Context: an optimization exercise on an open-source flow, tuned for small area, a short achievable clock period and few clock cycles per item. The choices shown serve that exercise and are no tape-out recipe.
RTL that was checked went through simulation tests only; none was proved equivalent to the original.
Function not checked in run 2: the RTL went through the layout flow alone.

## flow/design.v (module list and top-level ports; edited modules follow where they fit)
// module mandel_engine: 104 lines
// module mandel_dp: 1480 lines
// module mandel_fa: 10 lines
module mandel_engine #(
    parameter int BITS      = 16,
    parameter int ITER_BITS = 7
) (
    input  logic                   clk,
    input  logic                   rst_n,
    input  logic                   in_valid,
    output logic                   in_ready,
    input  logic signed [BITS-1:0] in_x,
    input  logic signed [BITS-1:0] in_y,
    input  logic                   julia_mode,
    input  logic signed [BITS-1:0] julia_cx,
    input  logic signed [BITS-1:0] julia_cy,
    input  logic [ITER_BITS-1:0]   max_iter,
    input  logic                   abort,
    output logic                   out_valid,
    input  logic                   out_ready,
    output logic [ITER_BITS-1:0]   out_iter,
    output logic                   out_escaped,
    output logic                   busy
);
  // ...
==> flow/run.sh <==
#!/bin/bash
# synth_recipe.tcl (not shown) runs the flow's synth.tcl, then flattens the netlist and writes it again
# the make line also repeats each setting of config.mk as NAME=value (left out here)
make -C /OpenROAD-flow-scripts/flow DESIGN_CONFIG=/design/flow/config.mk WORK_HOME=/design/flow/orfs CLKGATE_MAP_FILE= SYNTH_SCRIPT=/design/flow/synth_recipe.tcl finish
==> flow/config.mk <==
export PLATFORM = sky130hd
export DESIGN_NAME = mandel_engine
export DESIGN_NICKNAME = mandel_engine
export VERILOG_FILES = /design/flow/design.v
export SDC_FILE = /design/flow/constraint.sdc
export NUM_CORES = 4
export LEC_CHECK = 0
export CAP_MARGIN = 20
export CORE_MARGIN = 2
export CORE_UTILIZATION = 40
export SLEW_MARGIN = 20
export SYNTH_HIERARCHICAL = 1
export SYNTH_MINIMUM_KEEP_SIZE = 0
==> flow/constraint.sdc <==
create_clock -name core_clock -period 14.0 [get_ports {clk}]
set_input_delay 2.8000 -clock core_clock [delete_from_list [all_inputs] [get_ports {clk}]]
set_output_delay 2.8000 -clock core_clock [all_outputs]
set_load 0.01 [all_outputs]
==> impl_metrics.ini, run 1 <==
[worst_setup_path]
r2r-end = yh_q
startpoint_type = primary input
rr_worst_depth = 16
cpMostUsedCell = clkdlybuf4s50_1
cp.depth = 3

[logic_synthesis]
yosys.area_share.simple_pct = 18.6
synth_area_leaders = fa_1 (42%), and2_1 (12%), edfxtp_1 (11%), ha_1 (11%), dfxtp_1 (4.7%)
avgSynthCellArea_um2 = 11.1

[final_layout]
n_fill_cell = 4458
dominant_cells = multi-input gates
seq_share_pct = 14.3
final_cell_mix = fa_1 (403), and2_1 (376), nand2_1 (179)
final_nets = 2419
stdcell_area_um2 = 21400
regArea_um2 = 3070
n_clock_buffer = 17

[route]
totalWireLength_mm = 43.5

[cts]
cts_resized = 0
clk_pin_slew_ns = 0.07
h-tree-depth = 4

[floorplan]
core_area_um2 = 47600
dieArea_um2 = 49900
start_util_pct = 40.4

[place]
gp_congestion = 0.816

[timing]
final.setup.tns_ns = 0
report.final.setup_viol = 0
clock_skew_ns = 0.00840
drv_slew = 0
fin_ws_ns = 7.29
rsz0062_at_grt = false

[hold_path]
hold_path_end = sx_q[15]
holdCritPathClass = flop to flop

[status]
outcome = complete, no violations
Testbench counts, summed over its fixed seeds: cycles 85,107, points 2,048.
==> module mandel_engine, before the edit <==
module mandel_engine #(
    parameter int BITS      = 16,
    parameter int ITER_BITS = 7
) (
    input  logic                   clk,
    input  logic                   rst_n,
    input  logic                   in_valid,
    output logic                   in_ready,
    input  logic signed [BITS-1:0] in_x,
    input  logic signed [BITS-1:0] in_y,
    input  logic                   julia_mode,
    input  logic signed [BITS-1:0] julia_cx,
    input  logic signed [BITS-1:0] julia_cy,
    input  logic [ITER_BITS-1:0]   max_iter,
    input  logic                   abort,
    output logic                   out_valid,
    input  logic                   out_ready,
    output logic [ITER_BITS-1:0]   out_iter,
    output logic                   out_escaped,
    output logic                   busy
);
    logic run_q, done_q;
    logic [6:0] iter_q, lim_q;
    logic signed [15:0] cx_q, cy_q, zx_q, zy_q, sx_q, sy_q;
    logic [16:0] xn, yn;
    logic mesc;
    logic mesc_q, xh_q, yh_q, stop_q;
    mandel_dp u_dp (
        .zx  (zx_q),
        .zy  (zy_q),
        .cx  (cx_q),
        .cy  (cy_q),
        .xn  (xn),
        .yn  (yn),
        .mesc(mesc)
    );
    logic esc, fin, cyc, ckpt;
    assign esc  = mesc_q || (xh_q != zx_q[15]) || (yh_q != zy_q[15]);
    assign fin  = run_q && (esc || stop_q);
    assign cyc  = (zx_q == sx_q) && (zy_q == sy_q) && (iter_q != '0);
    assign ckpt = (iter_q & (iter_q - 7'd1)) == '0;
    logic idle, accept;
    assign idle   = !run_q && !done_q;
    assign accept = idle && in_valid;
    always_ff @(posedge clk) begin
        if (!rst_n || abort) begin
            run_q  <= 1'b0;
            done_q <= 1'b0;
        end else if (accept) begin
            run_q  <= 1'b1;
        end else if (fin) begin
            run_q  <= 1'b0;
            done_q <= !out_ready;
        end else if (done_q && out_ready) begin
            done_q <= 1'b0;
        end
    end
    always_ff @(posedge clk) begin
        if (idle) begin
            zx_q   <= in_x;
            zy_q   <= in_y;
            xh_q   <= in_x[15];
            yh_q   <= in_y[15];
            mesc_q <= 1'b0;
        end else begin
            zx_q   <= xn[15:0];
            zy_q   <= yn[15:0];
            xh_q   <= xn[16];
            yh_q   <= yn[16];
            mesc_q <= mesc;
        end
    end
    always_ff @(posedge clk) begin
        if (accept) begin
            cx_q  <= julia_mode ? julia_cx : in_x;
            cy_q  <= julia_mode ? julia_cy : in_y;
            lim_q <= max_iter;
        end
    end
    always_ff @(posedge clk) begin
        if (run_q && ckpt) begin
            sx_q <= zx_q;
            sy_q <= zy_q;
        end
    end
    always_ff @(posedge clk) begin
        if (accept) begin
            iter_q <= '0;
            stop_q <= 1'b0;
        end else if (run_q && !fin) begin
            iter_q <= iter_q + 7'd1;
            stop_q <= (iter_q == lim_q) || cyc;
        end
    end
    logic esc_h;
    always_ff @(posedge clk) begin
        if (fin) esc_h <= esc;
    end
    assign in_ready    = rst_n && idle;
    assign busy        = !idle;
    assign out_valid   = done_q || fin;
    assign out_escaped = run_q ? esc : esc_h;
    assign out_iter    = out_escaped ? iter_q - 7'd1 : lim_q;
endmodule
==> inputs of run 2 (changes only) <==
--- a/flow/design.v
+++ b/flow/design.v
@@ -16,34 +16,35 @@
     output logic                   out_valid,
     input  logic                   out_ready,
     output logic [ITER_BITS-1:0]   out_iter,
     output logic                   out_escaped,
     output logic                   busy
 );
     logic run_q, done_q;
     logic [6:0] iter_q, lim_q;
-    logic signed [15:0] cx_q, cy_q, zx_q, zy_q, sx_q, sy_q;
+    logic signed [15:0] cx_q, cy_q;
+    logic [15:0] zxn_q, zyn_q, sxn_q, syn_q;
     logic [16:0] xn, yn;
     logic mesc;
     logic mesc_q, xh_q, yh_q, stop_q;
     mandel_dp u_dp (
-        .zx  (zx_q),
-        .zy  (zy_q),
+        .zxn (zxn_q),
+        .zyn (zyn_q),
         .cx  (cx_q),
         .cy  (cy_q),
         .xn  (xn),
         .yn  (yn),
         .mesc(mesc)
     );
     logic esc, fin, cyc, ckpt;
-    assign esc  = mesc_q || (xh_q != zx_q[15]) || (yh_q != zy_q[15]);
+    assign esc  = mesc_q || (xh_q == zxn_q[15]) || (yh_q == zyn_q[15]);
     assign fin  = run_q && (esc || stop_q);
-    assign cyc  = (zx_q == sx_q) && (zy_q == sy_q) && (iter_q != '0);
-    assign ckpt = (iter_q & (iter_q - 7'd1)) == '0;
+    assign cyc  = (zxn_q == sxn_q) && (zyn_q == syn_q) && (iter_q != '0);
+    assign ckpt = ((iter_q & (iter_q - 7'd1)) == '0) || (iter_q[3:0] == '0);
     logic idle, accept;
     assign idle   = !run_q && !done_q;
     assign accept = idle && in_valid;
     always_ff @(posedge clk) begin
         if (!rst_n || abort) begin
             run_q  <= 1'b0;
             done_q <= 1'b0;
         end else if (accept) begin
@@ -52,40 +53,40 @@
             run_q  <= 1'b0;
             done_q <= !out_ready;
         end else if (done_q && out_ready) begin
             done_q <= 1'b0;
         end
     end
     always_ff @(posedge clk) begin
         if (idle) begin
-            zx_q   <= in_x;
-            zy_q   <= in_y;
+            zxn_q  <= ~in_x;
+            zyn_q  <= ~in_y;
             xh_q   <= in_x[15];
             yh_q   <= in_y[15];
             mesc_q <= 1'b0;
         end else begin
-            zx_q   <= xn[15:0];
-            zy_q   <= yn[15:0];
+            zxn_q  <= ~xn[15:0];
+            zyn_q  <= ~yn[15:0];
             xh_q   <= xn[16];
             yh_q   <= yn[16];
             mesc_q <= mesc;
         end
     end
     always_ff @(posedge clk) begin
         if (accept) begin
             cx_q  <= julia_mode ? julia_cx : in_x;
             cy_q  <= julia_mode ? julia_cy : in_y;
             lim_q <= max_iter;
         end
     end
     always_ff @(posedge clk) begin
         if (run_q && ckpt) begin
-            sx_q <= zx_q;
-            sy_q <= zy_q;
+            sxn_q <= zxn_q;
+            syn_q <= zyn_q;
         end
     end
     always_ff @(posedge clk) begin
         if (accept) begin
             iter_q <= '0;
             stop_q <= 1'b0;
         end else if (run_q && !fin) begin
             iter_q <= iter_q + 7'd1;
@@ -98,27 +99,27 @@
     end
     assign in_ready    = rst_n && idle;
     assign busy        = !idle;
     assign out_valid   = done_q || fin;
     assign out_escaped = run_q ? esc : esc_h;
     assign out_iter    = out_escaped ? iter_q - 7'd1 : lim_q;
 endmodule
 module mandel_dp (
-    input  logic signed [15:0] zx,
-    input  logic signed [15:0] zy,
+    input  logic        [15:0] zxn,
+    input  logic        [15:0] zyn,
     input  logic signed [15:0] cx,
     input  logic signed [15:0] cy,
     output logic        [16:0] xn,
     output logic        [16:0] yn,
     output logic               mesc
 );
-    wire big = (zx[15] ^ zx[14]) | (zy[15] ^ zy[14]);
-    wire [14:0] x = zx[14:0];
-    wire [14:0] y = zy[14:0];
+    wire big = (zxn[15] ^ zxn[14]) | (zyn[15] ^ zyn[14]);
+    wire [14:0] x = ~zxn[14:0];
+    wire [14:0] y = ~zyn[14:0];
     wire qxp0 = x[0] & x[1];
     wire qxp1 = x[0] & x[2];
     wire qxp2 = x[0] & x[3];
     wire qxp3 = x[0] & x[4];
     wire qxp4 = x[0] & x[5];
     wire qxp5 = x[0] & x[6];
     wire qxp6 = x[0] & x[7];
     wire qxp7 = x[0] & x[8];
==> flow/flow/run.sh (new file) <==
#!/bin/bash
# The standard layout (standard.sh), with the port buffers made from
# sky130_fd_sc_hd__buf_1 cells instead of the default choice of a delay buffer.
set -euo pipefail
export BUFFER_PORTS_ARGS="-buffer_cell sky130_fd_sc_hd__buf_1"
bash standard.sh > standard.log 2>&1
==> flow/standard.sh (new file) <==
#!/bin/bash
# synth_recipe.tcl (not shown) runs the flow's synth.tcl, then flattens the netlist and writes it again
# the make line also repeats each setting of config.mk as NAME=value (left out here)
make -C /OpenROAD-flow-scripts/flow DESIGN_CONFIG=/design/flow/config.mk WORK_HOME=/design/flow/orfs CLKGATE_MAP_FILE= SYNTH_SCRIPT=/design/flow/synth_recipe.tcl "${@:-finish}"
removed: flow/run.sh
==> impl_metrics.ini, run 2 <==
[final_layout]
syn_to_final_growth_pct = 8.06
stdcell_area_um2 = 19900
final_nets = 2381
drive_above_1_share_pct = 6.70
final_cell_mix = fa_1 (403), nor2_1 (401), ha_1 (168)
final_common_cell = fa_1
antenna_cells = 0
final_cells = 2346

[worst_setup_path]
critPathKind = flop to flop
r2r-end = yh_q
crit_path_start = zxn_q[5]
r2r-start = zxn_q[5]
cp_data_required_time_ns = 14.33
crit_chain = buf_4 -> nor2_1 -> fa_1 -> fa_1 -> fa_1 -> fa_1 -> fa_1 -> ha_1 -> fa_1 -> fa_1 -> a21oi_1 -> o22a_1 -> o211ai_1 -> o21a_1 -> a221oi_1 -> xnor2_1 -> mux2_2
path_buf_inv = 1
cp_slowest_stage_delay_ns = 0.80
cpMostUsedCell = fa_1
cp.depth = 17
cp_slowest_cell = dfxtp_1
r2r_slack_ns = 7.57
crit_end = yh_q
worstPathArrival_ns = 6.76
crit_fanout = 19
endpoint_kind = flop
startpoint_type = flop
crit_family = adder cells
rr_worst_depth = 17

[logic_synthesis]
syn-instance-count = 1693
netlist_top_cells_count = fa_1 (403), nor2_1 (401), ha_1 (168)
synth_edf_count = 72
avgSynthCellArea_um2 = 10.9
ys_ff_latch = 117
synthArstFlopShare_pct = 0
yosys_most_used_dff = edfxtp_1
synth_area_leaders = fa_1 (44%), edfxtp_1 (12%), ha_1 (11%), nor2_1 (8.2%), dfxtp_1 (4.9%)
synth_top_area_cell = fa_1
yosysSeqAreaShare_pct = 16.6
synth_top_area_share_pct = 43.8
synth_most_common_cell = fa_1
yosys_warnings = 7
synth_cell_types = 57
netlist_area_um2 = 18400

[cts]
cts.sinks = 117
cts_buffers = 17
cts_resized = 0
h-tree-depth = 4
post_cts_buffers = 0
cts-root-buf = clkbuf_16
cts_tree = done
cts_hold_buf = 0
cts_buffer_depth = 2
clk_pin_slew_ns = 0.06
clk-insertion-delay-late_ns = 0.44

[timing]
final-hold-violation-count = 0
relSlewSlack_pct = 36.3
fmax_ghz = 0.155
hold_slack_ns = 0.487
rsz0062_at_grt = false
final.setup.tns_ns = 0
drv_slew = 0
period_share_pct = 46.0
clock_skew_ns = 0.0152
report.final.setup_viol = 0
worst_pin_slew_ns = 0.956
layout_min_cycle_time_ns = 6.43

[hold_path]
holdPathStages = 0
holdCritPathClass = flop to flop

[grt]
grt.total_usage_pct = 20.7
grt_overflow = 0
grt_pass1_vias = 14055
grt_pass1_wl_mm = 75.6
antenna_found_initial = 0
grt_max_degree = 47

[floorplan]
core_area_um2 = 45400
dieArea_um2 = 47800
die_h_um = 219
io_pins = 88
num_rows = 78
start_util_pct = 40.6
fp.dieW_um = 219

[route]
antenna_left = 0
drc = 0
drt_iter0_drc = 701
drtPass1Iterations = 5
via_per_inst = 5.38
totalWireLength_mm = 46.4
dr_total_vias = 12619
wl_per_cell_um = 19.8

[place]
dp.cells = 2314
dp_hpwl_mm = 34.4
gp_congestion = 0.857
io_buffers = 87
placed_cell_area_um2 = 19300

[status]
outcome = complete, no violations

[job]
drv_cap = 0
run 2: cell types whose count changed after synthesis, moves of 4 or more:
| cell | before | now |
|---|---|---|
| and2_1 | 377 | 3 |
| nor2_1 | 32 | 401 |
| nand2_1 | 179 | 74 |
| clkbuf_1 | 94 | 46 |
| buf_1 | 5 | 49 |
| mux2i_1 | 1 | 34 |
| inv_1 | 52 | 76 |
| o21ai_0 | 17 | 32 |
| o21ai_1 | 14 | 1 |
| or2_2 | 0 | 8 |
| mux2_2 | 28 | 34 |
| mux2_1 | 4 | 0 |
run 2: final cells by class:
type	count	area (um^2)
fillers	4309	25500
multi-input cells	1401	14700
flip-flops and latches	117	3060
well taps	600	751
repair buffers	116	546
clock buffers	19	453
inverters	80	302
clock inverters	13	108
run 2: through the flow:
step	utilization, %	worst slack [ns]
after floorplan	-	7.99
after global placement	42.6	7.65
after global routing	43.9	7.27
after detailed placement	42.6	7.58
final	43.9	7.57
after CTS	43.8	7.58
run 2: routing by layer:
layer | GRT usage [%] | part of all wire (%) | routed length (um)
met2 | 36.3 | 51 | 23600
met3 | 3.40 | 5.7 | 2670
met1 | 25.8 | 40 | 18600
met4 | 7.37 | 3.4 | 1560
met5 | 0 | 0 | 0
run 2: logic make-up after synthesis:
group                    share of synthesized area (%)
multiplexers                                      3.93
flip-flops                                        16.6
XOR/XNOR                                          3.80
adder cells (fa/ha/maj)                           55.2
AO/OA/AOI/OAI                                     3.85
buffers and inverters                             3.78
AND/OR/NAND/NOR                                   12.7
other                                           0.0408
run 2: worst min-delay path by stage:
stage | start | endpoint
floorplan | zxn_q[10] | sxn_q[10]
CTS | zyn_q[11] | syn_q[11]
global route | zyn_q[11] | syn_q[11]
finish | zyn_q[11] | syn_q[11]
global placement | zyn_q[11] | syn_q[11]
detailed placement | zyn_q[11] | syn_q[11]
run 2: worst reg2reg max path, cell delays in order, from the launching register on:
cell and delay [ns]:
dfxtp_1 0.80, buf_4 0.40, nor2_1 0.11, fa_1 0.52
fa_1 0.43, fa_1 0.40, fa_1 0.46, fa_1 0.37
ha_1 0.29, fa_1 0.49, fa_1 0.48, a21oi_1 0.24
o22a_1 0.24, o211ai_1 0.15, o21a_1 0.26, a221oi_1 0.34
xnor2_1 0.10, mux2_2 0.26
run 2: Yosys stat by module (local to each module, per instance):
module / cells inside / copies in the design / area (um^2) / flops+latches
mandel_dp: 962 / 1 / 5600 / 0
mandel_fa: 1 / 401 / 20.0 / 0
mandel_engine: 330 / 1 / 4790 / 117
==> inputs of run 3 (changes only) <==
--- a/flow/design.v
+++ b/flow/design.v
@@ -37,7 +37,7 @@
     );
     logic esc, fin, cyc, ckpt;
     assign esc  = mesc_q || (xh_q == zxn_q[15]) || (yh_q == zyn_q[15]);
-    assign fin  = run_q && (esc || stop_q);
+    assign fin  = run_q && (esc || stop_q || cyc);
     assign cyc  = (zxn_q == sxn_q) && (zyn_q == syn_q) && (iter_q != '0);
     assign ckpt = ((iter_q & (iter_q - 7'd1)) == '0) || (iter_q[3:0] == '0);
     logic idle, accept;
@@ -90,7 +90,7 @@
             stop_q <= 1'b0;
         end else if (run_q && !fin) begin
             iter_q <= iter_q + 7'd1;
-            stop_q <= (iter_q == lim_q) || cyc;
+            stop_q <= iter_q == lim_q;
         end
     end
     logic esc_h;
--- a/flow/config.mk
+++ b/flow/config.mk
@@ -7,7 +7,9 @@
 export LEC_CHECK = 0
 export CAP_MARGIN = 20
 export CORE_MARGIN = 2
-export CORE_UTILIZATION = 40
+export CORE_UTILIZATION = 55
+export CTS_BUF_LIST = sky130_fd_sc_hd__clkbuf_8
+export PLACE_DENSITY = 0.65
 export SLEW_MARGIN = 20
 export SYNTH_HIERARCHICAL = 1
 export SYNTH_MINIMUM_KEEP_SIZE = 0
==> impl_metrics.ini, run 3 <==
[floorplan]
core_area_um2 = 33300
fp.dieW_um = 187
io_pins = 88
start_util_pct = 55.4
num_rows = 67
dieArea_um2 = 35000
die_h_um = 187

[cts]
cts.sinks = 117
cts_buffer_depth = 2
cts_tree = done
cts-root-buf = clkbuf_8
h-tree-depth = 4
cts_hold_buf = 0
cts_buffers = 17
cts_resized = 0
clk_pin_slew_ns = 0.08
post_cts_buffers = 0
clk-insertion-delay-late_ns = 0.46

[timing]
final.setup.tns_ns = 0
clock_skew_ns = 0.0205
final-hold-violation-count = 0
fin_ws_ns = 7.77
rsz0062_at_grt = false
hold_slack_ns = 0.552
report.final.setup_viol = 0
fmax_ghz = 0.160
worst_pin_slew_ns = 1.03
relSlewSlack_pct = 31.0
layout_min_cycle_time_ns = 6.23
period_share_pct = 44.5
drv_slew = 0

[worst_setup_path]
cp_slowest_cell = fa_1
crit_fanout = 24
startpoint_type = flop
critPathKind = flop to flop
r2r-start = zxn_q[0]
crit_chain = buf_4 -> nor2_1 -> fa_1 -> fa_1 -> fa_1 -> fa_1 -> fa_1 -> ha_1 -> nor4_1 -> a21oi_1 -> ha_1 -> fa_1 -> a21oi_1 -> o22a_1 -> o211ai_1 -> o21a_1 -> a221oi_1 -> xnor2_1 -> mux2_2
cpMostUsedCell = fa_1
endpoint_kind = flop
path_buf_inv = 1
crit_family = adder cells
crit_path_start = zxn_q[0]
cp_slowest_stage_delay_ns = 0.58
r2r_slack_ns = 7.77
worstPathArrival_ns = 6.57
cp_data_required_time_ns = 14.34

[place]
gp_congestion = 0.854
dp_hpwl_mm = 32.6
placed_cell_area_um2 = 19200
io_buffers = 87
dp.cells = 2167
place_ws_ns = 7.81

[status]
outcome = complete, no violations

[final_layout]
syn_to_final_growth_pct = 5.99
final_cells = 2199
fin_util_pct = 58.7
n_fill_cell = 2880
final_cell_mix = fa_1 (403), nor2_1 (398), ha_1 (169)
final_nets = 2387
final_common_cell = fa_1
drive_above_1_share_pct = 6.62
antenna_cells = 0
stdcell_area_um2 = 19500

[logic_synthesis]
netlist_top_cells_count = fa_1 (403), nor2_1 (399), ha_1 (169)
yosys_warnings = 7
synth_edf_count = 72
syn-instance-count = 1696
synth_area_leaders = fa_1 (44%), edfxtp_1 (12%), ha_1 (11%), nor2_1 (8.1%), dfxtp_1 (4.9%)
synth_most_common_cell = fa_1
synthArstFlopShare_pct = 0
netlist_area_um2 = 18400
yosysSeqAreaShare_pct = 16.6
synth_top_area_share_pct = 43.8
ys_ff_latch = 117
yosys_most_used_dff = edfxtp_1
avgSynthCellArea_um2 = 10.9
synth_top_area_cell = fa_1
synth_cell_types = 59

[grt]
antenna_found_initial = 0
grt_pass1_wl_mm = 73.3
grt_overflow = 0
grt_max_degree = 46
grt.total_usage_pct = 26.9
grt_pass1_vias = 14179

[route]
antenna_left = 0
drt_iter0_drc = 763
dr_total_vias = 12604
drtPass1Iterations = 5
via_per_inst = 5.73
wl_per_cell_um = 20.1
totalWireLength_mm = 44.2
drc = 0

[job]
drv_cap = 0

[hold_path]
min-delay-start = stop_q
holdCritPathClass = flop to flop
run 3: Yosys stat by module (local to each module, per instance):
| module | flip-flops and latches | area (um^2) | cells inside | times used |
|---|---|---|---|---|
| mandel_dp | 0 | 5600 | 962 | 1 |
| mandel_engine | 117 | 4800 | 333 | 1 |
| mandel_fa | 0 | 20.0 | 1 | 401 |
run 3: kinds of logic (layout without fill, tap and decap cells):
kind of cell | Yosys count | after routing | synth area share, %
adder cells (fa/ha/maj) | 572 | 572 | 55.3
AND/OR/NAND/NOR | 554 | 554 | 12.4
buffers and inverters | 181 | 231 | 3.85
XOR/XNOR | 76 | 76 | 3.61
AO/OA/AOI/OAI | 127 | 127 | 4.33
flip-flops | 117 | 117 | 16.6
multiplexers | 67 | 67 | 3.87
other | 2 | 7 | 0.0408
run 3: per-layer routing:
metal  vias up  GRT usage [%]  routed length (um)
li1       5572              -                   -
met1      6575           34.6               18100
met2       377           47.2               22800
met3        80           3.75                2030
met4         0           8.91                1290
met5         -              0                   0
run 3: final timing paths:
check | end | depth (start not counted)
worst max register to register | yh_q | 19
worst max-delay path | yh_q | 19
worst min-delay path | stop_q | 1
worst min register to register | stop_q | 1
run 3: layout make-up:
type / count / area [um^2] / share of cell area, %
Inverter: 81 / 304 / 1.56
Clock inverter: 15 / 133 / 0.679
Multi-Input combinational cell: 1403 / 14700 / 75.1
Tap cell: 448 / 561 / 2.87
Sequential cell: 117 / 3060 / 15.7
Clock buffer: 17 / 234 / 1.20
Timing Repair Buffer: 118 / 561 / 2.87
run 3: worst reg2reg max path, cell delays in order (launching register included):
cell and delay [ns]:
dfxtp_1 0.44, buf_4 0.33, nor2_1 0.14, fa_1 0.58
fa_1 0.44, fa_1 0.40, fa_1 0.51, fa_1 0.41
ha_1 0.21, nor4_1 0.26, a21oi_1 0.13, ha_1 0.26
fa_1 0.41, a21oi_1 0.26, o22a_1 0.24, o211ai_1 0.15
o21a_1 0.26, a221oi_1 0.33, xnor2_1 0.10, mux2_2 0.26
Testbench counts of run 3, summed over its fixed seeds: cycles 84,151, points 2,048.
==> inputs of run 4 (changes only) <==
--- a/flow/config.mk
+++ b/flow/config.mk
@@ -7,9 +7,9 @@
 export LEC_CHECK = 0
 export CAP_MARGIN = 20
 export CORE_MARGIN = 2
-export CORE_UTILIZATION = 55
+export CORE_UTILIZATION = 65
 export CTS_BUF_LIST = sky130_fd_sc_hd__clkbuf_8
-export PLACE_DENSITY = 0.65
+export PLACE_DENSITY = 0.75
 export SLEW_MARGIN = 20
 export SYNTH_HIERARCHICAL = 1
 export SYNTH_MINIMUM_KEEP_SIZE = 0
==> impl_metrics.ini, run 4 <==
[worst_setup_path]
r2r-start = zxn_q[6]
cpMostUsedCell = nor2_1
crit_chain = xor2_1 -> nor4_1 -> nand4_1 -> o31ai_2 -> nor2_1 -> nor2_1 -> buf_1
cp_data_required_time_ns = 11.20
crit_path_start = zyn_q[14]
crit_end = out_valid
rr_worst_depth = 19
startpoint_type = flop
crit_fanout = 12
critPathKind = flop to output port
worstPathArrival_ns = 3.44
endpoint_kind = output port
r2r-end = xh_q
r2r_slack_ns = 7.76
cp_slowest_stage_delay_ns = 0.74
cp_slowest_cell = o31ai_2

[logic_synthesis]
syn-instance-count = 1696
yosysSeqAreaShare_pct = 16.6
netlist_area_um2 = 18400
synth.mux.area_fraction_pct = 3.87
synth_xor_area_share_pct = 3.61
netlist_top_cells_count = fa_1 (403), nor2_1 (399), ha_1 (169)
synthAdderAreaFrac_pct = 55.3
synth_edf_count = 72
yosys_most_used_dff = edfxtp_1
synth_top_area_cell = fa_1
synth_compound_area_share_pct = 4.33
yosys.area_share.simple_pct = 12.4
synth_area_leaders = fa_1 (44%), edfxtp_1 (12%), ha_1 (11%), nor2_1 (8.1%), dfxtp_1 (4.9%)
yosys_warnings = 7
synth_top_family_by_area = adder cells
synthArstFlopShare_pct = 0
synth_most_common_cell = fa_1
synth_cell_types = 59
synth_top_area_share_pct = 43.8
ys_ff_latch = 117
avgSynthCellArea_um2 = 10.9

[cts]
cts_hold_buf = 0
clk_pin_slew_ns = 0.11
cts-root-buf = clkbuf_8
cts_buffer_depth = 2
cts_buffers = 17
cts_resized = 0
clk-insertion-delay-late_ns = 0.49
h-tree-depth = 4
post_cts_buffers = 0
cts.sinks = 117
cts_tree = done

[place]
gp_congestion = 0.888
dp_hpwl_mm = 31.5
io_buffers = 87

[timing]
layout_min_cycle_time_ns = 6.24
final-hold-violation-count = 0
fmax_ghz = 0.160
clock_skew_ns = 0.0275
report.final.setup_viol = 0
drv_slew = 0
worst_pin_slew_ns = 1.06
rsz0062_at_grt = false
final.setup.tns_ns = 0
hold_slack_ns = 0.532
period_share_pct = 44.6
relSlewSlack_pct = 29.3

[floorplan]
start_util_pct = 66.1
die_h_um = 172
core_area_um2 = 27900
dieArea_um2 = 29700
num_rows = 61
io_pins = 88
fp.dieW_um = 172

[route]
via_per_inst = 6.03
drt_iter0_drc = 928
drtPass1Iterations = 5
wl_per_cell_um = 20.2
dr_total_vias = 12835
drc = 0
totalWireLength_mm = 43.1
antenna_left = 0

[final_layout]
final_cell_mix = fa_1 (403), nor2_1 (398), ha_1 (169)
drive_above_1_share_pct = 6.74
fin_util_pct = 69.9
antenna_cells = 0
n_fill_cell = 2049
syn_to_final_growth_pct = 5.71
final_common_cell = fa_1
final_nets = 2387

[grt]
grt_max_degree = 46
antenna_found_initial = 0
grt_pass1_vias = 14483
grt.total_usage_pct = 31.7
grt_pass1_wl_mm = 71.4
grt_overflow = 0

[job]
drv_cap = 0

[hold_path]
holdCritPathClass = flop to flop

[status]
outcome = complete, no violations
[run 4: cell counts after synthesis]
Identical to the previous run, type by type.
[run 4: cell type report]
| class | count | area (um^2) | area share [%] |
|---|---|---|---|
| clock inverters | 15 | 169 | 0.867 |
| well taps | 378 | 473 | 2.43 |
| repair buffers | 118 | 561 | 2.88 |
| multi-input cells | 1403 | 14700 | 75.3 |
| flip-flops and latches | 117 | 3060 | 15.7 |
| inverters | 81 | 304 | 1.56 |
| clock buffers | 17 | 234 | 1.20 |
[run 4: kinds of logic (layout without fill, tap and decap cells)]
family | count (synthesis) | in the layout
buf+inv | 181 | 231
simple gates | 554 | 554
fa+ha+maj | 572 | 572
compound gates | 127 | 127
flops | 117 | 117
other cells | 2 | 7
xor+xnor | 76 | 76
mux | 67 | 67
[run 4: worst max-delay path, delay by kind of cell, from the launching register on]
| family | cells | cell delay [ns] |
|---|---|---|
| xor+xnor | 1 | 0.21 |
| simple gates | 4 | 1.14 |
| flops | 1 | 0.69 |
| buf+inv | 1 | 0.16 |
| compound gates | 1 | 0.74 |
[run 4: worst min path at each step]
stage,depth (start not counted),startpoint,slack [ns],endpoint
floorplan,0,zxn_q[0],0.45,sxn_q[0]
global placement,1,stop_q,0.52,stop_q
detailed placement,1,stop_q,0.52,stop_q
CTS,1,stop_q,0.54,stop_q
global route,1,stop_q,0.54,stop_q
finish,1,stop_q,0.53,stop_q
[run 4: per-module statistics from Yosys (local to each module, per instance)]
| module | cell area (um^2) | times used | flip-flops and latches |
|---|---|---|---|
| mandel_engine | 4800 | 1 | 117 |
| mandel_fa | 20.0 | 401 | 0 |
| mandel_dp | 5600 | 1 | 0 |
[run 4: layer usage]
layer / vias to the layer above / wire (um) / track usage, %
met5: - / 0 / 0
met4: 0 / 1640 / 14.0
met3: 137 / 2970 / 5.20
met2: 555 / 21800 / 54.4
met1: 6576 / 16600 / 40.0
li1: 5567 / - / -
[run 4: through the flow]
step	area [um^2]	std cells	setup WS, ns
after floorplan	18400	1701	7.99
after global placement	19100	2097	7.96
after detailed placement	19100	2097	7.84
after CTS	19500	2129	7.82
after global routing	19500	2129	7.50
final	19500	2129	7.76

## re-timing with driven ports
The flow's constraints put no driver on any port. The routed layouts listed below were extracted and timed again, unchanged, in two steps.
Step 1 (the two cells are an assumption about what drives the block):
set clk [get_ports {clk}]
set_driving_cell -lib_cell sky130_fd_sc_hd__clkbuf_16 $clk
set_driving_cell -lib_cell sky130_fd_sc_hd__buf_2 [delete_from_list [all_inputs] $clk]
Step 2 moves the port delays by t, midway between the first and last clock arrival at a register: inputs arrive t later, outputs are due t later. That takes back most of the time a late clock gives input paths.
Three values: no drivers, after step 1, after step 2; two values: the first two.
run	shift t [ns]	setup slack, ns	slew at the worst register clock pin (ns)
run 1	0.492	7.285 / 7.259 / 7.259	0.07 / 0.07
run 2	0.484	7.567 / 7.567 / 7.567	0.07 / 0.07
run 3	0.500	7.767 / 7.767 / 7.767	0.10 / 0.10
run 4	0.524	7.756 / 7.712 / 7.760	0.11 / 0.11
After both steps every run listed still meets setup and hold. The setup slack of run 1, which loses most, moves by -0.026 ns with the drivers and by -0.026 ns with both steps.
